From an optimization exercise on the open Yosys and OpenROAD flow, aimed at small area, a short achievable clock period and few clock cycles per item; shortcuts taken in it are not production practice. Function was not checked in any run shown here: the RTL went through the layout flow alone.

## flow/design.v (module list and top-level ports; edited modules follow where they fit)
// module poly_horner_seq: 1844 lines
// module phs_fa: 5 lines
module poly_horner_seq (
    input  logic               clk,
    input  logic               rst,
    input  logic               coeff_we,
    input  logic [3:0]         coeff_addr,
    input  logic signed [15:0] coeff_wdata,
    input  logic signed [15:0] x,
    input  logic               start,
    output logic               busy,
    output logic               done,
    output logic signed [31:0] sum,
    output logic               ovf
);
  // ...
==> flow/run.sh <==
#!/bin/bash
# synth_recipe.tcl (not shown) runs the flow's synth.tcl, then flattens the netlist and writes it again
# the make line also repeats each setting of config.mk as NAME=value (left out here)
make -C /OpenROAD-flow-scripts/flow DESIGN_CONFIG=/design/flow/config.mk WORK_HOME=/design/flow/orfs CLKGATE_MAP_FILE= SYNTH_SCRIPT=/design/flow/synth_recipe.tcl finish
==> flow/config.mk <==
export PLATFORM = sky130hd
export DESIGN_NAME = poly_horner_seq
export DESIGN_NICKNAME = poly_horner_seq
export VERILOG_FILES = /design/flow/design.v
export SDC_FILE = /design/flow/constraint.sdc
export NUM_CORES = 4
export LEC_CHECK = 0
export ABC_AREA = 1
export CAP_MARGIN = 20
export CORE_MARGIN = 2
export CORE_UTILIZATION = 40
export SETUP_SLACK_MARGIN = 3.7
export SLEW_MARGIN = 20
export SYNTH_HIERARCHICAL = 1
export SYNTH_MINIMUM_KEEP_SIZE = 0
==> flow/constraint.sdc <==
create_clock -name core_clock -period 9.0 [get_ports {clk}]
set_input_delay 1.8000 -clock core_clock [delete_from_list [all_inputs] [get_ports {clk}]]
set_output_delay 1.8000 -clock core_clock [all_outputs]
set_load 0.01 [all_outputs]
==> impl_metrics.csv, run 1 <==
group,metric,value,unit
routing,ant_nets,0,
setup_path,r2r_slack,3.78,ns
flow_run,drv_cap,0,
cells_and_area,reg_top3,"r_coeff: 176 flops, r_accn: 32 flops, r_c: 17 flops",
routing,m1WireLength,27.9,mm
routing,met3WireLength,7.32,mm
clocking,cts_hold_buf,0,
setup_path,startpoint,"r_accn[27]",
global_routing,grt_max_degree,90,
setup_path,crit_arrival,5.75,ns
hold_path,hp-start,"r_ovf",
hold_path,holdPathStages,2,
setup_path,critical_path.max_fanout,17,
routing,drt_iter0_drc,1781,
setup_path,reg2reg_depth,19,
cells_and_area,syn_to_final_growth,14.3,%
timing,slew_viol_final,0,
routing,vias,18100,
global_routing,grt_usage,22.8,%
placed_design,globalplace.congestion,0.915,
cells_and_area,largest_reg_flops,176,
global_routing,grt_overflow,0,
timing,finalCritPeriodShare,58.1,%
cells_and_area,drive_gt1_share,9.43,%
timing,finalSetupViolations,0,
outcome,outcome,"complete, no violations",
yosys,netlist_area,23300,um2
global_routing,grt_pass1_wl,106,mm
placed_design,dp_cells,3046,
setup_path,r2r_end,"r_ovf",
floorplanning,rows,88,
==> run 2: changes to the inputs <==
--- a/flow/design.v
+++ b/flow/design.v
@@ -10,16 +10,17 @@
     output logic               busy,
     output logic               done,
     output logic signed [31:0] sum,
     output logic               ovf
 );
     logic signed [15:0] r_coeff [0:10];
     logic [10:0]        r_cval;
     logic [7:0]         r_bonen, r_btwon, r_bneg, w_bone, w_btwo;
+    logic [7:0]         r_bonenb, r_btwonb, r_bnegb, w_boneb, w_btwob;
     logic [31:0]        r_accn;
     logic signed [31:0] w_acc;
     logic signed [16:0] r_c, w_cn, w_n7;
     logic               r_ge, r_cneg, w_ge, w_cy15;
     logic [16:0]        w_y;
     logic signed [16:0] w_craw;
     logic               w_n7n;
     logic [3:0]         r_idx, w_idx_n, w_idx_r;
@@ -58,18 +59,20 @@
             l  = x[2*k];
             lo = (k == 0) ? 1'b0 : x[2*k-1];
             w_xneg[k] = m;
             w_xone[k] = l ^ lo;
             w_xtwo[k] = (m & ~l & ~lo) | (~m & l & lo);
         end
     end
     assign w_acc  = ~r_accn;
-    assign w_bone = ~r_bonen;
-    assign w_btwo = ~r_btwon;
+    assign w_bone  = ~r_bonen;
+    assign w_btwo  = ~r_btwon;
+    assign w_boneb = ~r_bonenb;
+    assign w_btwob = ~r_btwonb;
     logic pp1;
     logic pp2;
     logic pp3;
     logic pp4;
     logic pp5;
     logic pp6;
     logic pp7;
     logic pp8;
@@ -978,32 +981,32 @@
     assign pp10 = ((w_bone[0] & w_acc[9]) | (w_btwo[0] & w_acc[8])) ^ r_bneg[0];
     assign pp11 = ((w_bone[0] & w_acc[10]) | (w_btwo[0] & w_acc[9])) ^ r_bneg[0];
     assign pp12 = ((w_bone[0] & w_acc[11]) | (w_btwo[0] & w_acc[10])) ^ r_bneg[0];
     assign pp13 = ((w_bone[0] & w_acc[12]) | (w_btwo[0] & w_acc[11])) ^ r_bneg[0];
     assign pp14 = ((w_bone[0] & w_acc[13]) | (w_btwo[0] & w_acc[12])) ^ r_bneg[0];
     assign pp15 = ((w_bone[0] & w_acc[14]) | (w_btwo[0] & w_acc[13])) ^ r_bneg[0];
     assign pp16 = ((w_bone[0] & w_acc[15]) | (w_btwo[0] & w_acc[14])) ^ r_bneg[0];
     assign pp17 = ((w_bone[0] & w_acc[16]) | (w_btwo[0] & w_acc[15])) ^ r_bneg[0];
-    assign pp18 = ((w_bone[0] & w_acc[17]) | (w_btwo[0] & w_acc[16])) ^ r_bneg[0];
-    assign pp19 = ((w_bone[0] & w_acc[18]) | (w_btwo[0] & w_acc[17])) ^ r_bneg[0];
-    assign pp20 = ((w_bone[0] & w_acc[19]) | (w_btwo[0] & w_acc[18])) ^ r_bneg[0];
-    assign pp21 = ((w_bone[0] & w_acc[20]) | (w_btwo[0] & w_acc[19])) ^ r_bneg[0];
-    assign pp22 = ((w_bone[0] & w_acc[21]) | (w_btwo[0] & w_acc[20])) ^ r_bneg[0];
-    assign pp23 = ((w_bone[0] & w_acc[22]) | (w_btwo[0] & w_acc[21])) ^ r_bneg[0];
-    assign pp24 = ((w_bone[0] & w_acc[23]) | (w_btwo[0] & w_acc[22])) ^ r_bneg[0];
-    assign pp25 = ((w_bone[0] & w_acc[24]) | (w_btwo[0] & w_acc[23])) ^ r_bneg[0];
-    assign pp26 = ((w_bone[0] & w_acc[25]) | (w_btwo[0] & w_acc[24])) ^ r_bneg[0];
-    assign pp27 = ((w_bone[0] & w_acc[26]) | (w_btwo[0] & w_acc[25])) ^ r_bneg[0];
-    assign pp28 = ((w_bone[0] & w_acc[27]) | (w_btwo[0] & w_acc[26])) ^ r_bneg[0];
-    assign pp29 = ((w_bone[0] & w_acc[28]) | (w_btwo[0] & w_acc[27])) ^ r_bneg[0];
-    assign pp30 = ((w_bone[0] & w_acc[29]) | (w_btwo[0] & w_acc[28])) ^ r_bneg[0];
-    assign pp31 = ((w_bone[0] & w_acc[30]) | (w_btwo[0] & w_acc[29])) ^ r_bneg[0];
-    assign pp32 = ((w_bone[0] & w_acc[31]) | (w_btwo[0] & w_acc[30])) ^ r_bneg[0];
-    assign pp33 = ~(((w_bone[0] & w_acc[31]) | (w_btwo[0] & w_acc[31])) ^ r_bneg[0]);
+    assign pp18 = ((w_boneb[0] & w_acc[17]) | (w_btwob[0] & w_acc[16])) ^ r_bnegb[0];
+    assign pp19 = ((w_boneb[0] & w_acc[18]) | (w_btwob[0] & w_acc[17])) ^ r_bnegb[0];
+    assign pp20 = ((w_boneb[0] & w_acc[19]) | (w_btwob[0] & w_acc[18])) ^ r_bnegb[0];
+    assign pp21 = ((w_boneb[0] & w_acc[20]) | (w_btwob[0] & w_acc[19])) ^ r_bnegb[0];
+    assign pp22 = ((w_boneb[0] & w_acc[21]) | (w_btwob[0] & w_acc[20])) ^ r_bnegb[0];
+    assign pp23 = ((w_boneb[0] & w_acc[22]) | (w_btwob[0] & w_acc[21])) ^ r_bnegb[0];
+    assign pp24 = ((w_boneb[0] & w_acc[23]) | (w_btwob[0] & w_acc[22])) ^ r_bnegb[0];
+    assign pp25 = ((w_boneb[0] & w_acc[24]) | (w_btwob[0] & w_acc[23])) ^ r_bnegb[0];
+    assign pp26 = ((w_boneb[0] & w_acc[25]) | (w_btwob[0] & w_acc[24])) ^ r_bnegb[0];
+    assign pp27 = ((w_boneb[0] & w_acc[26]) | (w_btwob[0] & w_acc[25])) ^ r_bnegb[0];
+    assign pp28 = ((w_boneb[0] & w_acc[27]) | (w_btwob[0] & w_acc[26])) ^ r_bnegb[0];
+    assign pp29 = ((w_boneb[0] & w_acc[28]) | (w_btwob[0] & w_acc[27])) ^ r_bnegb[0];
+    assign pp30 = ((w_boneb[0] & w_acc[29]) | (w_btwob[0] & w_acc[28])) ^ r_bnegb[0];
+    assign pp31 = ((w_boneb[0] & w_acc[30]) | (w_btwob[0] & w_acc[29])) ^ r_bnegb[0];
+    assign pp32 = ((w_boneb[0] & w_acc[31]) | (w_btwob[0] & w_acc[30])) ^ r_bnegb[0];
+    assign pp33 = ~(((w_boneb[0] & w_acc[31]) | (w_btwob[0] & w_acc[31])) ^ r_bnegb[0]);
     assign pp34 = (w_bone[1] & w_acc[0]) ^ r_bneg[1];
     assign pp35 = ((w_bone[1] & w_acc[1]) | (w_btwo[1] & w_acc[0])) ^ r_bneg[1];
     assign pp36 = ((w_bone[1] & w_acc[2]) | (w_btwo[1] & w_acc[1])) ^ r_bneg[1];
     assign pp37 = ((w_bone[1] & w_acc[3]) | (w_btwo[1] & w_acc[2])) ^ r_bneg[1];
     assign pp38 = ((w_bone[1] & w_acc[4]) | (w_btwo[1] & w_acc[3])) ^ r_bneg[1];
     assign pp39 = ((w_bone[1] & w_acc[5]) | (w_btwo[1] & w_acc[4])) ^ r_bneg[1];
     assign pp40 = ((w_bone[1] & w_acc[6]) | (w_btwo[1] & w_acc[5])) ^ r_bneg[1];
     assign pp41 = ((w_bone[1] & w_acc[7]) | (w_btwo[1] & w_acc[6])) ^ r_bneg[1];
@@ -1011,32 +1014,32 @@
     assign pp43 = ((w_bone[1] & w_acc[9]) | (w_btwo[1] & w_acc[8])) ^ r_bneg[1];
     assign pp44 = ((w_bone[1] & w_acc[10]) | (w_btwo[1] & w_acc[9])) ^ r_bneg[1];
     assign pp45 = ((w_bone[1] & w_acc[11]) | (w_btwo[1] & w_acc[10])) ^ r_bneg[1];
     assign pp46 = ((w_bone[1] & w_acc[12]) | (w_btwo[1] & w_acc[11])) ^ r_bneg[1];
     assign pp47 = ((w_bone[1] & w_acc[13]) | (w_btwo[1] & w_acc[12])) ^ r_bneg[1];
     assign pp48 = ((w_bone[1] & w_acc[14]) | (w_btwo[1] & w_acc[13])) ^ r_bneg[1];
     assign pp49 = ((w_bone[1] & w_acc[15]) | (w_btwo[1] & w_acc[14])) ^ r_bneg[1];
     assign pp50 = ((w_bone[1] & w_acc[16]) | (w_btwo[1] & w_acc[15])) ^ r_bneg[1];
-    assign pp51 = ((w_bone[1] & w_acc[17]) | (w_btwo[1] & w_acc[16])) ^ r_bneg[1];
-    assign pp52 = ((w_bone[1] & w_acc[18]) | (w_btwo[1] & w_acc[17])) ^ r_bneg[1];
-    assign pp53 = ((w_bone[1] & w_acc[19]) | (w_btwo[1] & w_acc[18])) ^ r_bneg[1];
-    assign pp54 = ((w_bone[1] & w_acc[20]) | (w_btwo[1] & w_acc[19])) ^ r_bneg[1];
-    assign pp55 = ((w_bone[1] & w_acc[21]) | (w_btwo[1] & w_acc[20])) ^ r_bneg[1];
-    assign pp56 = ((w_bone[1] & w_acc[22]) | (w_btwo[1] & w_acc[21])) ^ r_bneg[1];
-    assign pp57 = ((w_bone[1] & w_acc[23]) | (w_btwo[1] & w_acc[22])) ^ r_bneg[1];
-    assign pp58 = ((w_bone[1] & w_acc[24]) | (w_btwo[1] & w_acc[23])) ^ r_bneg[1];
-    assign pp59 = ((w_bone[1] & w_acc[25]) | (w_btwo[1] & w_acc[24])) ^ r_bneg[1];
-    assign pp60 = ((w_bone[1] & w_acc[26]) | (w_btwo[1] & w_acc[25])) ^ r_bneg[1];
-    assign pp61 = ((w_bone[1] & w_acc[27]) | (w_btwo[1] & w_acc[26])) ^ r_bneg[1];
-    assign pp62 = ((w_bone[1] & w_acc[28]) | (w_btwo[1] & w_acc[27])) ^ r_bneg[1];
-    assign pp63 = ((w_bone[1] & w_acc[29]) | (w_btwo[1] & w_acc[28])) ^ r_bneg[1];
-    assign pp64 = ((w_bone[1] & w_acc[30]) | (w_btwo[1] & w_acc[29])) ^ r_bneg[1];
-    assign pp65 = ((w_bone[1] & w_acc[31]) | (w_btwo[1] & w_acc[30])) ^ r_bneg[1];
-    assign pp66 = ~(((w_bone[1] & w_acc[31]) | (w_btwo[1] & w_acc[31])) ^ r_bneg[1]);
+    assign pp51 = ((w_boneb[1] & w_acc[17]) | (w_btwob[1] & w_acc[16])) ^ r_bnegb[1];
+    assign pp52 = ((w_boneb[1] & w_acc[18]) | (w_btwob[1] & w_acc[17])) ^ r_bnegb[1];
+    assign pp53 = ((w_boneb[1] & w_acc[19]) | (w_btwob[1] & w_acc[18])) ^ r_bnegb[1];
+    assign pp54 = ((w_boneb[1] & w_acc[20]) | (w_btwob[1] & w_acc[19])) ^ r_bnegb[1];
+    assign pp55 = ((w_boneb[1] & w_acc[21]) | (w_btwob[1] & w_acc[20])) ^ r_bnegb[1];
+    assign pp56 = ((w_boneb[1] & w_acc[22]) | (w_btwob[1] & w_acc[21])) ^ r_bnegb[1];
+    assign pp57 = ((w_boneb[1] & w_acc[23]) | (w_btwob[1] & w_acc[22])) ^ r_bnegb[1];
+    assign pp58 = ((w_boneb[1] & w_acc[24]) | (w_btwob[1] & w_acc[23])) ^ r_bnegb[1];
+    assign pp59 = ((w_boneb[1] & w_acc[25]) | (w_btwob[1] & w_acc[24])) ^ r_bnegb[1];
+    assign pp60 = ((w_boneb[1] & w_acc[26]) | (w_btwob[1] & w_acc[25])) ^ r_bnegb[1];
+    assign pp61 = ((w_boneb[1] & w_acc[27]) | (w_btwob[1] & w_acc[26])) ^ r_bnegb[1];
+    assign pp62 = ((w_boneb[1] & w_acc[28]) | (w_btwob[1] & w_acc[27])) ^ r_bnegb[1];
+    assign pp63 = ((w_boneb[1] & w_acc[29]) | (w_btwob[1] & w_acc[28])) ^ r_bnegb[1];
+    assign pp64 = ((w_boneb[1] & w_acc[30]) | (w_btwob[1] & w_acc[29])) ^ r_bnegb[1];
+    assign pp65 = ((w_boneb[1] & w_acc[31]) | (w_btwob[1] & w_acc[30])) ^ r_bnegb[1];
+    assign pp66 = ~(((w_boneb[1] & w_acc[31]) | (w_btwob[1] & w_acc[31])) ^ r_bnegb[1]);
     assign pp67 = (w_bone[2] & w_acc[0]) ^ r_bneg[2];
     assign pp68 = ((w_bone[2] & w_acc[1]) | (w_btwo[2] & w_acc[0])) ^ r_bneg[2];
     assign pp69 = ((w_bone[2] & w_acc[2]) | (w_btwo[2] & w_acc[1])) ^ r_bneg[2];
     assign pp70 = ((w_bone[2] & w_acc[3]) | (w_btwo[2] & w_acc[2])) ^ r_bneg[2];
     assign pp71 = ((w_bone[2] & w_acc[4]) | (w_btwo[2] & w_acc[3])) ^ r_bneg[2];
     assign pp72 = ((w_bone[2] & w_acc[5]) | (w_btwo[2] & w_acc[4])) ^ r_bneg[2];
     assign pp73 = ((w_bone[2] & w_acc[6]) | (w_btwo[2] & w_acc[5])) ^ r_bneg[2];
     assign pp74 = ((w_bone[2] & w_acc[7]) | (w_btwo[2] & w_acc[6])) ^ r_bneg[2];
@@ -1044,32 +1047,32 @@
     assign pp76 = ((w_bone[2] & w_acc[9]) | (w_btwo[2] & w_acc[8])) ^ r_bneg[2];
     assign pp77 = ((w_bone[2] & w_acc[10]) | (w_btwo[2] & w_acc[9])) ^ r_bneg[2];
     assign pp78 = ((w_bone[2] & w_acc[11]) | (w_btwo[2] & w_acc[10])) ^ r_bneg[2];
     assign pp79 = ((w_bone[2] & w_acc[12]) | (w_btwo[2] & w_acc[11])) ^ r_bneg[2];
     assign pp80 = ((w_bone[2] & w_acc[13]) | (w_btwo[2] & w_acc[12])) ^ r_bneg[2];
     assign pp81 = ((w_bone[2] & w_acc[14]) | (w_btwo[2] & w_acc[13])) ^ r_bneg[2];
     assign pp82 = ((w_bone[2] & w_acc[15]) | (w_btwo[2] & w_acc[14])) ^ r_bneg[2];
     assign pp83 = ((w_bone[2] & w_acc[16]) | (w_btwo[2] & w_acc[15])) ^ r_bneg[2];
-    assign pp84 = ((w_bone[2] & w_acc[17]) | (w_btwo[2] & w_acc[16])) ^ r_bneg[2];
-    assign pp85 = ((w_bone[2] & w_acc[18]) | (w_btwo[2] & w_acc[17])) ^ r_bneg[2];
-    assign pp86 = ((w_bone[2] & w_acc[19]) | (w_btwo[2] & w_acc[18])) ^ r_bneg[2];
-    assign pp87 = ((w_bone[2] & w_acc[20]) | (w_btwo[2] & w_acc[19])) ^ r_bneg[2];
-    assign pp88 = ((w_bone[2] & w_acc[21]) | (w_btwo[2] & w_acc[20])) ^ r_bneg[2];
-    assign pp89 = ((w_bone[2] & w_acc[22]) | (w_btwo[2] & w_acc[21])) ^ r_bneg[2];
-    assign pp90 = ((w_bone[2] & w_acc[23]) | (w_btwo[2] & w_acc[22])) ^ r_bneg[2];
-    assign pp91 = ((w_bone[2] & w_acc[24]) | (w_btwo[2] & w_acc[23])) ^ r_bneg[2];
-    assign pp92 = ((w_bone[2] & w_acc[25]) | (w_btwo[2] & w_acc[24])) ^ r_bneg[2];
-    assign pp93 = ((w_bone[2] & w_acc[26]) | (w_btwo[2] & w_acc[25])) ^ r_bneg[2];
-    assign pp94 = ((w_bone[2] & w_acc[27]) | (w_btwo[2] & w_acc[26])) ^ r_bneg[2];
-    assign pp95 = ((w_bone[2] & w_acc[28]) | (w_btwo[2] & w_acc[27])) ^ r_bneg[2];
-    assign pp96 = ((w_bone[2] & w_acc[29]) | (w_btwo[2] & w_acc[28])) ^ r_bneg[2];
-    assign pp97 = ((w_bone[2] & w_acc[30]) | (w_btwo[2] & w_acc[29])) ^ r_bneg[2];
-    assign pp98 = ((w_bone[2] & w_acc[31]) | (w_btwo[2] & w_acc[30])) ^ r_bneg[2];
-    assign pp99 = ~(((w_bone[2] & w_acc[31]) | (w_btwo[2] & w_acc[31])) ^ r_bneg[2]);
+    assign pp84 = ((w_boneb[2] & w_acc[17]) | (w_btwob[2] & w_acc[16])) ^ r_bnegb[2];
+    assign pp85 = ((w_boneb[2] & w_acc[18]) | (w_btwob[2] & w_acc[17])) ^ r_bnegb[2];
+    assign pp86 = ((w_boneb[2] & w_acc[19]) | (w_btwob[2] & w_acc[18])) ^ r_bnegb[2];
+    assign pp87 = ((w_boneb[2] & w_acc[20]) | (w_btwob[2] & w_acc[19])) ^ r_bnegb[2];
+    assign pp88 = ((w_boneb[2] & w_acc[21]) | (w_btwob[2] & w_acc[20])) ^ r_bnegb[2];
+    assign pp89 = ((w_boneb[2] & w_acc[22]) | (w_btwob[2] & w_acc[21])) ^ r_bnegb[2];
+    assign pp90 = ((w_boneb[2] & w_acc[23]) | (w_btwob[2] & w_acc[22])) ^ r_bnegb[2];
+    assign pp91 = ((w_boneb[2] & w_acc[24]) | (w_btwob[2] & w_acc[23])) ^ r_bnegb[2];
+    assign pp92 = ((w_boneb[2] & w_acc[25]) | (w_btwob[2] & w_acc[24])) ^ r_bnegb[2];
+    assign pp93 = ((w_boneb[2] & w_acc[26]) | (w_btwob[2] & w_acc[25])) ^ r_bnegb[2];
+    assign pp94 = ((w_boneb[2] & w_acc[27]) | (w_btwob[2] & w_acc[26])) ^ r_bnegb[2];
+    assign pp95 = ((w_boneb[2] & w_acc[28]) | (w_btwob[2] & w_acc[27])) ^ r_bnegb[2];
+    assign pp96 = ((w_boneb[2] & w_acc[29]) | (w_btwob[2] & w_acc[28])) ^ r_bnegb[2];
+    assign pp97 = ((w_boneb[2] & w_acc[30]) | (w_btwob[2] & w_acc[29])) ^ r_bnegb[2];
+    assign pp98 = ((w_boneb[2] & w_acc[31]) | (w_btwob[2] & w_acc[30])) ^ r_bnegb[2];
+    assign pp99 = ~(((w_boneb[2] & w_acc[31]) | (w_btwob[2] & w_acc[31])) ^ r_bnegb[2]);
     assign pp100 = (w_bone[3] & w_acc[0]) ^ r_bneg[3];
     assign pp101 = ((w_bone[3] & w_acc[1]) | (w_btwo[3] & w_acc[0])) ^ r_bneg[3];
     assign pp102 = ((w_bone[3] & w_acc[2]) | (w_btwo[3] & w_acc[1])) ^ r_bneg[3];
     assign pp103 = ((w_bone[3] & w_acc[3]) | (w_btwo[3] & w_acc[2])) ^ r_bneg[3];
     assign pp104 = ((w_bone[3] & w_acc[4]) | (w_btwo[3] & w_acc[3])) ^ r_bneg[3];
     assign pp105 = ((w_bone[3] & w_acc[5]) | (w_btwo[3] & w_acc[4])) ^ r_bneg[3];
     assign pp106 = ((w_bone[3] & w_acc[6]) | (w_btwo[3] & w_acc[5])) ^ r_bneg[3];
     assign pp107 = ((w_bone[3] & w_acc[7]) | (w_btwo[3] & w_acc[6])) ^ r_bneg[3];
@@ -1077,32 +1080,32 @@
     assign pp109 = ((w_bone[3] & w_acc[9]) | (w_btwo[3] & w_acc[8])) ^ r_bneg[3];
     assign pp110 = ((w_bone[3] & w_acc[10]) | (w_btwo[3] & w_acc[9])) ^ r_bneg[3];
     assign pp111 = ((w_bone[3] & w_acc[11]) | (w_btwo[3] & w_acc[10])) ^ r_bneg[3];
     assign pp112 = ((w_bone[3] & w_acc[12]) | (w_btwo[3] & w_acc[11])) ^ r_bneg[3];
     assign pp113 = ((w_bone[3] & w_acc[13]) | (w_btwo[3] & w_acc[12])) ^ r_bneg[3];
     assign pp114 = ((w_bone[3] & w_acc[14]) | (w_btwo[3] & w_acc[13])) ^ r_bneg[3];
     assign pp115 = ((w_bone[3] & w_acc[15]) | (w_btwo[3] & w_acc[14])) ^ r_bneg[3];
     assign pp116 = ((w_bone[3] & w_acc[16]) | (w_btwo[3] & w_acc[15])) ^ r_bneg[3];
-    assign pp117 = ((w_bone[3] & w_acc[17]) | (w_btwo[3] & w_acc[16])) ^ r_bneg[3];
-    assign pp118 = ((w_bone[3] & w_acc[18]) | (w_btwo[3] & w_acc[17])) ^ r_bneg[3];
-    assign pp119 = ((w_bone[3] & w_acc[19]) | (w_btwo[3] & w_acc[18])) ^ r_bneg[3];
-    assign pp120 = ((w_bone[3] & w_acc[20]) | (w_btwo[3] & w_acc[19])) ^ r_bneg[3];
-    assign pp121 = ((w_bone[3] & w_acc[21]) | (w_btwo[3] & w_acc[20])) ^ r_bneg[3];
-    assign pp122 = ((w_bone[3] & w_acc[22]) | (w_btwo[3] & w_acc[21])) ^ r_bneg[3];
-    assign pp123 = ((w_bone[3] & w_acc[23]) | (w_btwo[3] & w_acc[22])) ^ r_bneg[3];
-    assign pp124 = ((w_bone[3] & w_acc[24]) | (w_btwo[3] & w_acc[23])) ^ r_bneg[3];
-    assign pp125 = ((w_bone[3] & w_acc[25]) | (w_btwo[3] & w_acc[24])) ^ r_bneg[3];
-    assign pp126 = ((w_bone[3] & w_acc[26]) | (w_btwo[3] & w_acc[25])) ^ r_bneg[3];
-    assign pp127 = ((w_bone[3] & w_acc[27]) | (w_btwo[3] & w_acc[26])) ^ r_bneg[3];
-    assign pp128 = ((w_bone[3] & w_acc[28]) | (w_btwo[3] & w_acc[27])) ^ r_bneg[3];
-    assign pp129 = ((w_bone[3] & w_acc[29]) | (w_btwo[3] & w_acc[28])) ^ r_bneg[3];
-    assign pp130 = ((w_bone[3] & w_acc[30]) | (w_btwo[3] & w_acc[29])) ^ r_bneg[3];
-    assign pp131 = ((w_bone[3] & w_acc[31]) | (w_btwo[3] & w_acc[30])) ^ r_bneg[3];
-    assign pp132 = ~(((w_bone[3] & w_acc[31]) | (w_btwo[3] & w_acc[31])) ^ r_bneg[3]);
+    assign pp117 = ((w_boneb[3] & w_acc[17]) | (w_btwob[3] & w_acc[16])) ^ r_bnegb[3];
+    assign pp118 = ((w_boneb[3] & w_acc[18]) | (w_btwob[3] & w_acc[17])) ^ r_bnegb[3];
+    assign pp119 = ((w_boneb[3] & w_acc[19]) | (w_btwob[3] & w_acc[18])) ^ r_bnegb[3];
+    assign pp120 = ((w_boneb[3] & w_acc[20]) | (w_btwob[3] & w_acc[19])) ^ r_bnegb[3];
+    assign pp121 = ((w_boneb[3] & w_acc[21]) | (w_btwob[3] & w_acc[20])) ^ r_bnegb[3];
+    assign pp122 = ((w_boneb[3] & w_acc[22]) | (w_btwob[3] & w_acc[21])) ^ r_bnegb[3];
+    assign pp123 = ((w_boneb[3] & w_acc[23]) | (w_btwob[3] & w_acc[22])) ^ r_bnegb[3];
+    assign pp124 = ((w_boneb[3] & w_acc[24]) | (w_btwob[3] & w_acc[23])) ^ r_bnegb[3];
+    assign pp125 = ((w_boneb[3] & w_acc[25]) | (w_btwob[3] & w_acc[24])) ^ r_bnegb[3];
+    assign pp126 = ((w_boneb[3] & w_acc[26]) | (w_btwob[3] & w_acc[25])) ^ r_bnegb[3];
+    assign pp127 = ((w_boneb[3] & w_acc[27]) | (w_btwob[3] & w_acc[26])) ^ r_bnegb[3];
+    assign pp128 = ((w_boneb[3] & w_acc[28]) | (w_btwob[3] & w_acc[27])) ^ r_bnegb[3];
+    assign pp129 = ((w_boneb[3] & w_acc[29]) | (w_btwob[3] & w_acc[28])) ^ r_bnegb[3];
+    assign pp130 = ((w_boneb[3] & w_acc[30]) | (w_btwob[3] & w_acc[29])) ^ r_bnegb[3];
+    assign pp131 = ((w_boneb[3] & w_acc[31]) | (w_btwob[3] & w_acc[30])) ^ r_bnegb[3];
+    assign pp132 = ~(((w_boneb[3] & w_acc[31]) | (w_btwob[3] & w_acc[31])) ^ r_bnegb[3]);
     assign pp133 = (w_bone[4] & w_acc[0]) ^ r_bneg[4];
     assign pp134 = ((w_bone[4] & w_acc[1]) | (w_btwo[4] & w_acc[0])) ^ r_bneg[4];
     assign pp135 = ((w_bone[4] & w_acc[2]) | (w_btwo[4] & w_acc[1])) ^ r_bneg[4];
     assign pp136 = ((w_bone[4] & w_acc[3]) | (w_btwo[4] & w_acc[2])) ^ r_bneg[4];
     assign pp137 = ((w_bone[4] & w_acc[4]) | (w_btwo[4] & w_acc[3])) ^ r_bneg[4];
     assign pp138 = ((w_bone[4] & w_acc[5]) | (w_btwo[4] & w_acc[4])) ^ r_bneg[4];
     assign pp139 = ((w_bone[4] & w_acc[6]) | (w_btwo[4] & w_acc[5])) ^ r_bneg[4];
     assign pp140 = ((w_bone[4] & w_acc[7]) | (w_btwo[4] & w_acc[6])) ^ r_bneg[4];
@@ -1110,32 +1113,32 @@
     assign pp142 = ((w_bone[4] & w_acc[9]) | (w_btwo[4] & w_acc[8])) ^ r_bneg[4];
     assign pp143 = ((w_bone[4] & w_acc[10]) | (w_btwo[4] & w_acc[9])) ^ r_bneg[4];
     assign pp144 = ((w_bone[4] & w_acc[11]) | (w_btwo[4] & w_acc[10])) ^ r_bneg[4];
     assign pp145 = ((w_bone[4] & w_acc[12]) | (w_btwo[4] & w_acc[11])) ^ r_bneg[4];
     assign pp146 = ((w_bone[4] & w_acc[13]) | (w_btwo[4] & w_acc[12])) ^ r_bneg[4];
     assign pp147 = ((w_bone[4] & w_acc[14]) | (w_btwo[4] & w_acc[13])) ^ r_bneg[4];
     assign pp148 = ((w_bone[4] & w_acc[15]) | (w_btwo[4] & w_acc[14])) ^ r_bneg[4];
     assign pp149 = ((w_bone[4] & w_acc[16]) | (w_btwo[4] & w_acc[15])) ^ r_bneg[4];
-    assign pp150 = ((w_bone[4] & w_acc[17]) | (w_btwo[4] & w_acc[16])) ^ r_bneg[4];
-    assign pp151 = ((w_bone[4] & w_acc[18]) | (w_btwo[4] & w_acc[17])) ^ r_bneg[4];
-    assign pp152 = ((w_bone[4] & w_acc[19]) | (w_btwo[4] & w_acc[18])) ^ r_bneg[4];
-    assign pp153 = ((w_bone[4] & w_acc[20]) | (w_btwo[4] & w_acc[19])) ^ r_bneg[4];
-    assign pp154 = ((w_bone[4] & w_acc[21]) | (w_btwo[4] & w_acc[20])) ^ r_bneg[4];
-    assign pp155 = ((w_bone[4] & w_acc[22]) | (w_btwo[4] & w_acc[21])) ^ r_bneg[4];
-    assign pp156 = ((w_bone[4] & w_acc[23]) | (w_btwo[4] & w_acc[22])) ^ r_bneg[4];
-    assign pp157 = ((w_bone[4] & w_acc[24]) | (w_btwo[4] & w_acc[23])) ^ r_bneg[4];
-    assign pp158 = ((w_bone[4] & w_acc[25]) | (w_btwo[4] & w_acc[24])) ^ r_bneg[4];
-    assign pp159 = ((w_bone[4] & w_acc[26]) | (w_btwo[4] & w_acc[25])) ^ r_bneg[4];
-    assign pp160 = ((w_bone[4] & w_acc[27]) | (w_btwo[4] & w_acc[26])) ^ r_bneg[4];
-    assign pp161 = ((w_bone[4] & w_acc[28]) | (w_btwo[4] & w_acc[27])) ^ r_bneg[4];
-    assign pp162 = ((w_bone[4] & w_acc[29]) | (w_btwo[4] & w_acc[28])) ^ r_bneg[4];
-    assign pp163 = ((w_bone[4] & w_acc[30]) | (w_btwo[4] & w_acc[29])) ^ r_bneg[4];
-    assign pp164 = ((w_bone[4] & w_acc[31]) | (w_btwo[4] & w_acc[30])) ^ r_bneg[4];
-    assign pp165 = ~(((w_bone[4] & w_acc[31]) | (w_btwo[4] & w_acc[31])) ^ r_bneg[4]);
+    assign pp150 = ((w_boneb[4] & w_acc[17]) | (w_btwob[4] & w_acc[16])) ^ r_bnegb[4];
+    assign pp151 = ((w_boneb[4] & w_acc[18]) | (w_btwob[4] & w_acc[17])) ^ r_bnegb[4];
+    assign pp152 = ((w_boneb[4] & w_acc[19]) | (w_btwob[4] & w_acc[18])) ^ r_bnegb[4];
+    assign pp153 = ((w_boneb[4] & w_acc[20]) | (w_btwob[4] & w_acc[19])) ^ r_bnegb[4];
+    assign pp154 = ((w_boneb[4] & w_acc[21]) | (w_btwob[4] & w_acc[20])) ^ r_bnegb[4];
+    assign pp155 = ((w_boneb[4] & w_acc[22]) | (w_btwob[4] & w_acc[21])) ^ r_bnegb[4];
+    assign pp156 = ((w_boneb[4] & w_acc[23]) | (w_btwob[4] & w_acc[22])) ^ r_bnegb[4];
+    assign pp157 = ((w_boneb[4] & w_acc[24]) | (w_btwob[4] & w_acc[23])) ^ r_bnegb[4];
+    assign pp158 = ((w_boneb[4] & w_acc[25]) | (w_btwob[4] & w_acc[24])) ^ r_bnegb[4];
+    assign pp159 = ((w_boneb[4] & w_acc[26]) | (w_btwob[4] & w_acc[25])) ^ r_bnegb[4];
+    assign pp160 = ((w_boneb[4] & w_acc[27]) | (w_btwob[4] & w_acc[26])) ^ r_bnegb[4];
+    assign pp161 = ((w_boneb[4] & w_acc[28]) | (w_btwob[4] & w_acc[27])) ^ r_bnegb[4];
+    assign pp162 = ((w_boneb[4] & w_acc[29]) | (w_btwob[4] & w_acc[28])) ^ r_bnegb[4];
+    assign pp163 = ((w_boneb[4] & w_acc[30]) | (w_btwob[4] & w_acc[29])) ^ r_bnegb[4];
+    assign pp164 = ((w_boneb[4] & w_acc[31]) | (w_btwob[4] & w_acc[30])) ^ r_bnegb[4];
+    assign pp165 = ~(((w_boneb[4] & w_acc[31]) | (w_btwob[4] & w_acc[31])) ^ r_bnegb[4]);
     assign pp166 = (w_bone[5] & w_acc[0]) ^ r_bneg[5];
     assign pp167 = ((w_bone[5] & w_acc[1]) | (w_btwo[5] & w_acc[0])) ^ r_bneg[5];
     assign pp168 = ((w_bone[5] & w_acc[2]) | (w_btwo[5] & w_acc[1])) ^ r_bneg[5];
     assign pp169 = ((w_bone[5] & w_acc[3]) | (w_btwo[5] & w_acc[2])) ^ r_bneg[5];
     assign pp170 = ((w_bone[5] & w_acc[4]) | (w_btwo[5] & w_acc[3])) ^ r_bneg[5];
     assign pp171 = ((w_bone[5] & w_acc[5]) | (w_btwo[5] & w_acc[4])) ^ r_bneg[5];
     assign pp172 = ((w_bone[5] & w_acc[6]) | (w_btwo[5] & w_acc[5])) ^ r_bneg[5];
     assign pp173 = ((w_bone[5] & w_acc[7]) | (w_btwo[5] & w_acc[6])) ^ r_bneg[5];
@@ -1143,32 +1146,32 @@
     assign pp175 = ((w_bone[5] & w_acc[9]) | (w_btwo[5] & w_acc[8])) ^ r_bneg[5];
     assign pp176 = ((w_bone[5] & w_acc[10]) | (w_btwo[5] & w_acc[9])) ^ r_bneg[5];
     assign pp177 = ((w_bone[5] & w_acc[11]) | (w_btwo[5] & w_acc[10])) ^ r_bneg[5];
     assign pp178 = ((w_bone[5] & w_acc[12]) | (w_btwo[5] & w_acc[11])) ^ r_bneg[5];
     assign pp179 = ((w_bone[5] & w_acc[13]) | (w_btwo[5] & w_acc[12])) ^ r_bneg[5];
     assign pp180 = ((w_bone[5] & w_acc[14]) | (w_btwo[5] & w_acc[13])) ^ r_bneg[5];
     assign pp181 = ((w_bone[5] & w_acc[15]) | (w_btwo[5] & w_acc[14])) ^ r_bneg[5];
     assign pp182 = ((w_bone[5] & w_acc[16]) | (w_btwo[5] & w_acc[15])) ^ r_bneg[5];
-    assign pp183 = ((w_bone[5] & w_acc[17]) | (w_btwo[5] & w_acc[16])) ^ r_bneg[5];
-    assign pp184 = ((w_bone[5] & w_acc[18]) | (w_btwo[5] & w_acc[17])) ^ r_bneg[5];
-    assign pp185 = ((w_bone[5] & w_acc[19]) | (w_btwo[5] & w_acc[18])) ^ r_bneg[5];
-    assign pp186 = ((w_bone[5] & w_acc[20]) | (w_btwo[5] & w_acc[19])) ^ r_bneg[5];
-    assign pp187 = ((w_bone[5] & w_acc[21]) | (w_btwo[5] & w_acc[20])) ^ r_bneg[5];
-    assign pp188 = ((w_bone[5] & w_acc[22]) | (w_btwo[5] & w_acc[21])) ^ r_bneg[5];
-    assign pp189 = ((w_bone[5] & w_acc[23]) | (w_btwo[5] & w_acc[22])) ^ r_bneg[5];
-    assign pp190 = ((w_bone[5] & w_acc[24]) | (w_btwo[5] & w_acc[23])) ^ r_bneg[5];
-    assign pp191 = ((w_bone[5] & w_acc[25]) | (w_btwo[5] & w_acc[24])) ^ r_bneg[5];
-    assign pp192 = ((w_bone[5] & w_acc[26]) | (w_btwo[5] & w_acc[25])) ^ r_bneg[5];
-    assign pp193 = ((w_bone[5] & w_acc[27]) | (w_btwo[5] & w_acc[26])) ^ r_bneg[5];
-    assign pp194 = ((w_bone[5] & w_acc[28]) | (w_btwo[5] & w_acc[27])) ^ r_bneg[5];
-    assign pp195 = ((w_bone[5] & w_acc[29]) | (w_btwo[5] & w_acc[28])) ^ r_bneg[5];
-    assign pp196 = ((w_bone[5] & w_acc[30]) | (w_btwo[5] & w_acc[29])) ^ r_bneg[5];
-    assign pp197 = ((w_bone[5] & w_acc[31]) | (w_btwo[5] & w_acc[30])) ^ r_bneg[5];
-    assign pp198 = ~(((w_bone[5] & w_acc[31]) | (w_btwo[5] & w_acc[31])) ^ r_bneg[5]);
+    assign pp183 = ((w_boneb[5] & w_acc[17]) | (w_btwob[5] & w_acc[16])) ^ r_bnegb[5];
+    assign pp184 = ((w_boneb[5] & w_acc[18]) | (w_btwob[5] & w_acc[17])) ^ r_bnegb[5];
+    assign pp185 = ((w_boneb[5] & w_acc[19]) | (w_btwob[5] & w_acc[18])) ^ r_bnegb[5];
+    assign pp186 = ((w_boneb[5] & w_acc[20]) | (w_btwob[5] & w_acc[19])) ^ r_bnegb[5];
+    assign pp187 = ((w_boneb[5] & w_acc[21]) | (w_btwob[5] & w_acc[20])) ^ r_bnegb[5];
+    assign pp188 = ((w_boneb[5] & w_acc[22]) | (w_btwob[5] & w_acc[21])) ^ r_bnegb[5];
+    assign pp189 = ((w_boneb[5] & w_acc[23]) | (w_btwob[5] & w_acc[22])) ^ r_bnegb[5];
+    assign pp190 = ((w_boneb[5] & w_acc[24]) | (w_btwob[5] & w_acc[23])) ^ r_bnegb[5];
+    assign pp191 = ((w_boneb[5] & w_acc[25]) | (w_btwob[5] & w_acc[24])) ^ r_bnegb[5];
+    assign pp192 = ((w_boneb[5] & w_acc[26]) | (w_btwob[5] & w_acc[25])) ^ r_bnegb[5];
+    assign pp193 = ((w_boneb[5] & w_acc[27]) | (w_btwob[5] & w_acc[26])) ^ r_bnegb[5];
+    assign pp194 = ((w_boneb[5] & w_acc[28]) | (w_btwob[5] & w_acc[27])) ^ r_bnegb[5];
+    assign pp195 = ((w_boneb[5] & w_acc[29]) | (w_btwob[5] & w_acc[28])) ^ r_bnegb[5];
+    assign pp196 = ((w_boneb[5] & w_acc[30]) | (w_btwob[5] & w_acc[29])) ^ r_bnegb[5];
+    assign pp197 = ((w_boneb[5] & w_acc[31]) | (w_btwob[5] & w_acc[30])) ^ r_bnegb[5];
+    assign pp198 = ~(((w_boneb[5] & w_acc[31]) | (w_btwob[5] & w_acc[31])) ^ r_bnegb[5]);
     assign pp199 = (w_bone[6] & w_acc[0]) ^ r_bneg[6];
     assign pp200 = ((w_bone[6] & w_acc[1]) | (w_btwo[6] & w_acc[0])) ^ r_bneg[6];
     assign pp201 = ((w_bone[6] & w_acc[2]) | (w_btwo[6] & w_acc[1])) ^ r_bneg[6];
     assign pp202 = ((w_bone[6] & w_acc[3]) | (w_btwo[6] & w_acc[2])) ^ r_bneg[6];
     assign pp203 = ((w_bone[6] & w_acc[4]) | (w_btwo[6] & w_acc[3])) ^ r_bneg[6];
     assign pp204 = ((w_bone[6] & w_acc[5]) | (w_btwo[6] & w_acc[4])) ^ r_bneg[6];
     assign pp205 = ((w_bone[6] & w_acc[6]) | (w_btwo[6] & w_acc[5])) ^ r_bneg[6];
     assign pp206 = ((w_bone[6] & w_acc[7]) | (w_btwo[6] & w_acc[6])) ^ r_bneg[6];
@@ -1176,32 +1179,32 @@
     assign pp208 = ((w_bone[6] & w_acc[9]) | (w_btwo[6] & w_acc[8])) ^ r_bneg[6];
     assign pp209 = ((w_bone[6] & w_acc[10]) | (w_btwo[6] & w_acc[9])) ^ r_bneg[6];
     assign pp210 = ((w_bone[6] & w_acc[11]) | (w_btwo[6] & w_acc[10])) ^ r_bneg[6];
     assign pp211 = ((w_bone[6] & w_acc[12]) | (w_btwo[6] & w_acc[11])) ^ r_bneg[6];
     assign pp212 = ((w_bone[6] & w_acc[13]) | (w_btwo[6] & w_acc[12])) ^ r_bneg[6];
     assign pp213 = ((w_bone[6] & w_acc[14]) | (w_btwo[6] & w_acc[13])) ^ r_bneg[6];
     assign pp214 = ((w_bone[6] & w_acc[15]) | (w_btwo[6] & w_acc[14])) ^ r_bneg[6];
     assign pp215 = ((w_bone[6] & w_acc[16]) | (w_btwo[6] & w_acc[15])) ^ r_bneg[6];
-    assign pp216 = ((w_bone[6] & w_acc[17]) | (w_btwo[6] & w_acc[16])) ^ r_bneg[6];
-    assign pp217 = ((w_bone[6] & w_acc[18]) | (w_btwo[6] & w_acc[17])) ^ r_bneg[6];
-    assign pp218 = ((w_bone[6] & w_acc[19]) | (w_btwo[6] & w_acc[18])) ^ r_bneg[6];
-    assign pp219 = ((w_bone[6] & w_acc[20]) | (w_btwo[6] & w_acc[19])) ^ r_bneg[6];
-    assign pp220 = ((w_bone[6] & w_acc[21]) | (w_btwo[6] & w_acc[20])) ^ r_bneg[6];
-    assign pp221 = ((w_bone[6] & w_acc[22]) | (w_btwo[6] & w_acc[21])) ^ r_bneg[6];
-    assign pp222 = ((w_bone[6] & w_acc[23]) | (w_btwo[6] & w_acc[22])) ^ r_bneg[6];
-    assign pp223 = ((w_bone[6] & w_acc[24]) | (w_btwo[6] & w_acc[23])) ^ r_bneg[6];
-    assign pp224 = ((w_bone[6] & w_acc[25]) | (w_btwo[6] & w_acc[24])) ^ r_bneg[6];
-    assign pp225 = ((w_bone[6] & w_acc[26]) | (w_btwo[6] & w_acc[25])) ^ r_bneg[6];
-    assign pp226 = ((w_bone[6] & w_acc[27]) | (w_btwo[6] & w_acc[26])) ^ r_bneg[6];
-    assign pp227 = ((w_bone[6] & w_acc[28]) | (w_btwo[6] & w_acc[27])) ^ r_bneg[6];
-    assign pp228 = ((w_bone[6] & w_acc[29]) | (w_btwo[6] & w_acc[28])) ^ r_bneg[6];
-    assign pp229 = ((w_bone[6] & w_acc[30]) | (w_btwo[6] & w_acc[29])) ^ r_bneg[6];
-    assign pp230 = ((w_bone[6] & w_acc[31]) | (w_btwo[6] & w_acc[30])) ^ r_bneg[6];
-    assign pp231 = ~(((w_bone[6] & w_acc[31]) | (w_btwo[6] & w_acc[31])) ^ r_bneg[6]);
+    assign pp216 = ((w_boneb[6] & w_acc[17]) | (w_btwob[6] & w_acc[16])) ^ r_bnegb[6];
+    assign pp217 = ((w_boneb[6] & w_acc[18]) | (w_btwob[6] & w_acc[17])) ^ r_bnegb[6];
+    assign pp218 = ((w_boneb[6] & w_acc[19]) | (w_btwob[6] & w_acc[18])) ^ r_bnegb[6];
+    assign pp219 = ((w_boneb[6] & w_acc[20]) | (w_btwob[6] & w_acc[19])) ^ r_bnegb[6];
+    assign pp220 = ((w_boneb[6] & w_acc[21]) | (w_btwob[6] & w_acc[20])) ^ r_bnegb[6];
+    assign pp221 = ((w_boneb[6] & w_acc[22]) | (w_btwob[6] & w_acc[21])) ^ r_bnegb[6];
+    assign pp222 = ((w_boneb[6] & w_acc[23]) | (w_btwob[6] & w_acc[22])) ^ r_bnegb[6];
+    assign pp223 = ((w_boneb[6] & w_acc[24]) | (w_btwob[6] & w_acc[23])) ^ r_bnegb[6];
+    assign pp224 = ((w_boneb[6] & w_acc[25]) | (w_btwob[6] & w_acc[24])) ^ r_bnegb[6];
+    assign pp225 = ((w_boneb[6] & w_acc[26]) | (w_btwob[6] & w_acc[25])) ^ r_bnegb[6];
+    assign pp226 = ((w_boneb[6] & w_acc[27]) | (w_btwob[6] & w_acc[26])) ^ r_bnegb[6];
+    assign pp227 = ((w_boneb[6] & w_acc[28]) | (w_btwob[6] & w_acc[27])) ^ r_bnegb[6];
+    assign pp228 = ((w_boneb[6] & w_acc[29]) | (w_btwob[6] & w_acc[28])) ^ r_bnegb[6];
+    assign pp229 = ((w_boneb[6] & w_acc[30]) | (w_btwob[6] & w_acc[29])) ^ r_bnegb[6];
+    assign pp230 = ((w_boneb[6] & w_acc[31]) | (w_btwob[6] & w_acc[30])) ^ r_bnegb[6];
+    assign pp231 = ~(((w_boneb[6] & w_acc[31]) | (w_btwob[6] & w_acc[31])) ^ r_bnegb[6]);
     assign pp232 = (w_bone[7] & w_acc[0]) ^ r_bneg[7];
     assign pp233 = ((w_bone[7] & w_acc[1]) | (w_btwo[7] & w_acc[0])) ^ r_bneg[7];
     assign pp234 = ((w_bone[7] & w_acc[2]) | (w_btwo[7] & w_acc[1])) ^ r_bneg[7];
     assign pp235 = ((w_bone[7] & w_acc[3]) | (w_btwo[7] & w_acc[2])) ^ r_bneg[7];
     assign pp236 = ((w_bone[7] & w_acc[4]) | (w_btwo[7] & w_acc[3])) ^ r_bneg[7];
     assign pp237 = ((w_bone[7] & w_acc[5]) | (w_btwo[7] & w_acc[4])) ^ r_bneg[7];
     assign pp238 = ((w_bone[7] & w_acc[6]) | (w_btwo[7] & w_acc[5])) ^ r_bneg[7];
     assign pp239 = ((w_bone[7] & w_acc[7]) | (w_btwo[7] & w_acc[6])) ^ r_bneg[7];
@@ -1209,32 +1212,32 @@
     assign pp241 = ((w_bone[7] & w_acc[9]) | (w_btwo[7] & w_acc[8])) ^ r_bneg[7];
     assign pp242 = ((w_bone[7] & w_acc[10]) | (w_btwo[7] & w_acc[9])) ^ r_bneg[7];
     assign pp243 = ((w_bone[7] & w_acc[11]) | (w_btwo[7] & w_acc[10])) ^ r_bneg[7];
     assign pp244 = ((w_bone[7] & w_acc[12]) | (w_btwo[7] & w_acc[11])) ^ r_bneg[7];
     assign pp245 = ((w_bone[7] & w_acc[13]) | (w_btwo[7] & w_acc[12])) ^ r_bneg[7];
     assign pp246 = ((w_bone[7] & w_acc[14]) | (w_btwo[7] & w_acc[13])) ^ r_bneg[7];
     assign pp247 = ((w_bone[7] & w_acc[15]) | (w_btwo[7] & w_acc[14])) ^ r_bneg[7];
     assign pp248 = ((w_bone[7] & w_acc[16]) | (w_btwo[7] & w_acc[15])) ^ r_bneg[7];
-    assign pp249 = ((w_bone[7] & w_acc[17]) | (w_btwo[7] & w_acc[16])) ^ r_bneg[7];
-    assign pp250 = ((w_bone[7] & w_acc[18]) | (w_btwo[7] & w_acc[17])) ^ r_bneg[7];
-    assign pp251 = ((w_bone[7] & w_acc[19]) | (w_btwo[7] & w_acc[18])) ^ r_bneg[7];
-    assign pp252 = ((w_bone[7] & w_acc[20]) | (w_btwo[7] & w_acc[19])) ^ r_bneg[7];
-    assign pp253 = ((w_bone[7] & w_acc[21]) | (w_btwo[7] & w_acc[20])) ^ r_bneg[7];
-    assign pp254 = ((w_bone[7] & w_acc[22]) | (w_btwo[7] & w_acc[21])) ^ r_bneg[7];
-    assign pp255 = ((w_bone[7] & w_acc[23]) | (w_btwo[7] & w_acc[22])) ^ r_bneg[7];
-    assign pp256 = ((w_bone[7] & w_acc[24]) | (w_btwo[7] & w_acc[23])) ^ r_bneg[7];
-    assign pp257 = ((w_bone[7] & w_acc[25]) | (w_btwo[7] & w_acc[24])) ^ r_bneg[7];
-    assign pp258 = ((w_bone[7] & w_acc[26]) | (w_btwo[7] & w_acc[25])) ^ r_bneg[7];
-    assign pp259 = ((w_bone[7] & w_acc[27]) | (w_btwo[7] & w_acc[26])) ^ r_bneg[7];
-    assign pp260 = ((w_bone[7] & w_acc[28]) | (w_btwo[7] & w_acc[27])) ^ r_bneg[7];
-    assign pp261 = ((w_bone[7] & w_acc[29]) | (w_btwo[7] & w_acc[28])) ^ r_bneg[7];
-    assign pp262 = ((w_bone[7] & w_acc[30]) | (w_btwo[7] & w_acc[29])) ^ r_bneg[7];
-    assign pp263 = ((w_bone[7] & w_acc[31]) | (w_btwo[7] & w_acc[30])) ^ r_bneg[7];
-    assign pp264 = ~(((w_bone[7] & w_acc[31]) | (w_btwo[7] & w_acc[31])) ^ r_bneg[7]);
+    assign pp249 = ((w_boneb[7] & w_acc[17]) | (w_btwob[7] & w_acc[16])) ^ r_bnegb[7];
+    assign pp250 = ((w_boneb[7] & w_acc[18]) | (w_btwob[7] & w_acc[17])) ^ r_bnegb[7];
+    assign pp251 = ((w_boneb[7] & w_acc[19]) | (w_btwob[7] & w_acc[18])) ^ r_bnegb[7];
+    assign pp252 = ((w_boneb[7] & w_acc[20]) | (w_btwob[7] & w_acc[19])) ^ r_bnegb[7];
+    assign pp253 = ((w_boneb[7] & w_acc[21]) | (w_btwob[7] & w_acc[20])) ^ r_bnegb[7];
+    assign pp254 = ((w_boneb[7] & w_acc[22]) | (w_btwob[7] & w_acc[21])) ^ r_bnegb[7];
+    assign pp255 = ((w_boneb[7] & w_acc[23]) | (w_btwob[7] & w_acc[22])) ^ r_bnegb[7];
+    assign pp256 = ((w_boneb[7] & w_acc[24]) | (w_btwob[7] & w_acc[23])) ^ r_bnegb[7];
+    assign pp257 = ((w_boneb[7] & w_acc[25]) | (w_btwob[7] & w_acc[24])) ^ r_bnegb[7];
+    assign pp258 = ((w_boneb[7] & w_acc[26]) | (w_btwob[7] & w_acc[25])) ^ r_bnegb[7];
+    assign pp259 = ((w_boneb[7] & w_acc[27]) | (w_btwob[7] & w_acc[26])) ^ r_bnegb[7];
+    assign pp260 = ((w_boneb[7] & w_acc[28]) | (w_btwob[7] & w_acc[27])) ^ r_bnegb[7];
+    assign pp261 = ((w_boneb[7] & w_acc[29]) | (w_btwob[7] & w_acc[28])) ^ r_bnegb[7];
+    assign pp262 = ((w_boneb[7] & w_acc[30]) | (w_btwob[7] & w_acc[29])) ^ r_bnegb[7];
+    assign pp263 = ((w_boneb[7] & w_acc[31]) | (w_btwob[7] & w_acc[30])) ^ r_bnegb[7];
+    assign pp264 = ~(((w_boneb[7] & w_acc[31]) | (w_btwob[7] & w_acc[31])) ^ r_bnegb[7]);
     assign cn265 = ~r_c[16];
     assign hs266 = r_bneg[4] ^ r_c[8];
     assign hc267 = r_bneg[4] & r_c[8];
     assign hs268 = r_c[9] ^ pp10;
     assign hc269 = r_c[9] & pp10;
     phs_fa u_fs270 (.a(r_bneg[5]), .b(r_c[10]), .c(pp11), .s(fs270), .co(fc271));
     assign hs272 = pp42 ^ pp73;
     assign hc273 = pp42 & pp73;
@@ -1796,42 +1799,52 @@
     always_ff @(posedge clk or posedge rst) begin
         if (rst) begin
             r_busy <= 1'b0;
             r_done <= 1'b0;
             r_idx  <= 4'd10;
             r_bonen <= '1;
             r_btwon <= '1;
             r_bneg  <= '0;
-            r_cval <= '0;
-            r_c    <= '0;    
+            r_bonenb <= '1;
+            r_btwonb <= '1;
+            r_bnegb  <= '0;
+            r_cval  <= '0;
         end else begin
             r_done <= w_last;
-            r_c    <= w_cn;
             if (w_wr) r_cval[coeff_addr] <= 1'b1;
             r_idx <= w_idx_n;
+            if (~w_acc_st & (~r_busy | w_last)) begin
+                r_bonenb <= '1;
+                r_btwonb <= '1;
+                r_bnegb  <= '0;
+            end
             if (w_acc_st) begin
                 r_busy <= 1'b1;
                 r_bonen <= ~w_xone;
                 r_btwon <= ~w_xtwo;
                 r_bneg  <= w_xneg;
+                r_bonenb <= ~w_xone;
+                r_btwonb <= ~w_xtwo;
+                r_bnegb  <= w_xneg;
             end else if (r_busy) begin
                 if (w_last) begin
                     r_busy <= 1'b0;
                     r_bonen <= '1;
                     r_btwon <= '1;
                     r_bneg  <= '0;
                 end
             end
         end
     end
     always_ff @(posedge clk) begin
         if (w_wr) r_coeff[coeff_addr] <= coeff_wdata;
     end
     always_ff @(posedge clk) begin
+        r_c     <= w_cn;
         r_ge    <= w_ge;
         r_cneg  <= w_craw[15];
         if (w_acc_st | r_busy) begin
             r_accn <= ~w_s;
         end
         if (w_acc_st) begin
             r_ovf <= 1'b0;
         end else if (r_busy | r_done) begin
--- a/flow/config.mk
+++ b/flow/config.mk
@@ -4,12 +4,11 @@
 export VERILOG_FILES = /design/flow/design.v
 export SDC_FILE = /design/flow/constraint.sdc
 export NUM_CORES = 4
 export LEC_CHECK = 0
 export ABC_AREA = 1
 export CAP_MARGIN = 20
 export CORE_MARGIN = 2
 export CORE_UTILIZATION = 40
-export SETUP_SLACK_MARGIN = 3.7
 export SLEW_MARGIN = 20
 export SYNTH_HIERARCHICAL = 1
 export SYNTH_MINIMUM_KEEP_SIZE = 0
==> impl_metrics.csv, run 2 <==
group,metric,value,unit
outcome,outcome,"complete, no violations",
cells_and_area,layout_common_cells,"nand2_1, xor2_1, o22ai_1",
flow_run,drv_cap,0,
yosys,synth_common_cells,"nand2_1, xor2_1, o22ai_1",
setup_path,cp-end-kind,"output port",
setup_path,r2r_end,"r_accn[17]",
timing,layout_setup_ws,3.56,ns
setup_path,startpoint_type,"flop",
yosys,ys_types,49,
clocking,clk_pin_slew_worst_paths,0.07,ns
timing,tightest_slew,1.13,ns
placed_design,dp_cells,3147,
setup_path,crit_path_end,"ovf",
timing,clock_skew,0.0180,ns
setup_path,rr_startpoint,"r_bneg[0]",
setup_path,critical_path.cell_chain,"inv_1 > nor4_1 > nand2_1 > nor3_1 > a31oi_1 > o21ai_0 > clkdlybuf4s50_1",
clocking,cts_hold_buf,0,
yosys,ys_ff_latch,293,
yosys,syn_inst,2485,
yosys,syn-num-nets,2866,
setup_path,slowest_stage,"edfxtp_1",
cells_and_area,drive_gt1_share,6.02,%
timing,rsz0062_at_grt,"false",
cells_and_area,reg_top3,"r_coeff: 176 flops, r_accn: 32 flops, r_c: 17 flops",
floorplanning,start_util,40.3,%
setup_path,startpoint,"r_accn[25]",
hold_path,holdPathStages,2,
clocking,root_buffer,"clkbuf_16",
placed_design,globalplace.congestion,0.931,
routing,m1WireLength,29.2,mm
timing,fmax,184,MHz
yosys,yosysTopAreaCell,"edfxtp_1",
yosys,yosysSeqAreaShare,34.3,%
placed_design,place_area,25200,um2
global_routing,grt_max_degree,89,
floorplanning,io_pins,75,
yosys,ys_warn_count,7,
clocking,cts_setup_buffers,0,
timing,finalSetupViolations,0,
clocking,clock_path_buffers,3,
cells_and_area,fin_area,26500,um2
routing,vias_per_cell,5.58,
setup_path,r2r_slack,3.58,ns
clocking,cts_buffers,34,
global_routing,grt_usage,21.5,%
clocking,cts_tree,"yes",
yosys,synth_top_area_share,25.8,%
placed_design,port_buffers,74,
floorplanning,fp.dieW,250,um
timing,final.setup.tns,0,ns
global_routing,grt_overflow,0,
floorplanning,die_y,250,um
hold_path,hp-class,"flop to flop",
placed_design,pre_cts_ws,3.67,ns
global_routing,grt_pass1_wl,105,mm
clocking,clkLatencyLatePin,0.55,ns
cells_and_area,top_register,"r_coeff",
floorplanning,rows,90,
cells_and_area,fin_nets,2783,
setup_path,reg2reg_depth,15,
routing,vias,17900,
timing,slew_headroom,24.4,%
cells_and_area,layout_commonest_cell,"nand2_1",
global_routing,grt_antenna_before_repair,0,
routing,drt_wl_total,66.8,mm
routing,drt_pass1_iterations,5,
cells_and_area,largest_reg_flops,176,
routing,drt_drc_violations_left,0,
routing,maxUsedRoutingLayer,"met4",
timing,min_period,5.44,ns
routing,drt_iter0_drc,1981,
setup_path,crit_arrival,3.64,ns
yosys,synth_edf_count,208,
global_routing,grt_pass1_vias,17800,
clocking,clock-sinks,293,
setup_path,critical_path_class,"flop to output port",
yosys,syn_area_per_cell,9.75,um2
floorplanning,dieArea,62500,um2
yosys,async_reset_ff_share,22.2,%
routing,ant_nets,0,
setup_path,required,7.20,ns
cells_and_area,final_util,44.0,%
routing,wl_met2,30.9,mm
floorplanning,coreArea,60100,um2
yosys,netlist_area,24200,um2
setup_path,critical_path.max_fanout,17,
timing,slew_viol_final,0,
cells_and_area,syn_to_final_growth,9.33,%
cells_and_area,instances_no_fill,3209,
timing,hold_viol,0,
clocking,cts_resized,0,
yosys,synth.most_common_cell,"nand2_1",
routing,avgRoutedWirePerCell,20.8,um
routing,met3WireLength,5.05,mm
yosys,netlist_top_cells_area,"edfxtp_1, fa_1, xor2_1",
clocking,cts-htree-levels,2,
cells_and_area,diodes,0,
timing,finalCritPeriodShare,60.5,%
setup_path,cp_slowest_stage_delay,0.88,ns
yosys,synth_ff_type,"edfxtp_1",
placed_design,dp_hpwl,47.4,mm
run 2: changes by cell type in the layout (fill, tap and decap cells not counted), sizes merged, moves of 9 or more:
cell    previous run  this run
dfrtp             40        31
nor2              91       148
clkbuf            35        44
buf              116        15
dfstp             18        34
nand2            367       380
nand3            168       141
a31oi              8        18
dfxtp              3        20
o21ai             46        25
or2                5        17
run 2: Yosys stat by module (local to each module, per instance):
module / times used / cell area (um2)
phs_fa: 214 / 20.0
poly_horner_seq: 1 / 19900
run 2: worst max-delay path: cells and delay by family, from the launching register on:
family,cells,cell delay [ns]
buf+inv,2,0.85
compound gates,2,0.68
simple gates,3,0.66
flops,1,0.88
run 2: final cells by class:
type	instances	area, um2
clock buffer	44	973
clock inverter	17	253
fill	5715	33600
inverter	216	813
multi-input combinational	1768	14300
sequential	293	8320
tap	782	978
timing repair buffer	89	861
run 2: how the worst min path moves through the flow:
stage	from	end	slack (ns)
floorplan	r_cval[1]	r_cval[1]	0.43
global placement	r_ovf	r_ovf	0.44
detailed placement	r_cval[3]	r_cval[3]	0.45
CTS	r_cval[3]	r_cval[3]	0.47
global route	r_ovf	r_ovf	0.50
finish	r_cval[3]	r_cval[3]	0.47
run 2: layer usage:
metal	vias to the layer above	track usage, %
li1	8150	-
met3	111	3.10
met1	8941	30.6
met4	0	5.82
met2	713	34.2
met5	-	0
run 2: cell families (layout without fill, tap and decap cells):
logic type,count (synthesis),count (layout),share of synthesized area (%)
AND/OR/NAND/NOR,720,720,12.6
flip-flops,293,293,34.3
AO/OA/AOI/OAI,400,400,10.2
XOR/XNOR,307,307,11.1
adder cells (fa/ha/maj),341,341,24.8
buffers and inverters,424,366,7.01
run 2: through the flow:
step / hold WS, ns
after floorplan: 0.427
after global placement: 0.439
after detailed placement: 0.455
after CTS: 0.469
after global routing: 0.497
final: 0.470

-- port drivers added, routing unchanged --
How much do the figures lean on ideal ports? The routed layouts below were timed once more, with nothing changed but the port constraints. Step 1 (the two cells are an assumption about what drives the block):
set clk [get_ports {clk}]
set_driving_cell -lib_cell sky130_fd_sc_hd__clkbuf_16 $clk
set_driving_cell -lib_cell sky130_fd_sc_hd__buf_2 [delete_from_list [all_inputs] $clk]
Step 2 moves the port delays by t, midway between the first and last clock arrival at a register: inputs arrive t later, outputs are due t later. That takes back most of the time a late clock gives input paths. Slacks: no drivers / after step 1 / after step 2; pairs: no drivers / after step 1.
run | t, ns | setup WS [ns] | hold WS [ns] | clock arrival spread, ns
run 1 | 0.655 | 3.775 / 3.771 / 3.775 | 0.455 / 0.455 / 0.455 | 0.016 / 0.016
run 2 | 0.597 | 3.558 / 3.503 / 3.577 | 0.470 / 0.470 / 0.470 | 0.019 / 0.019
After both steps setup and hold are still met in every run listed.
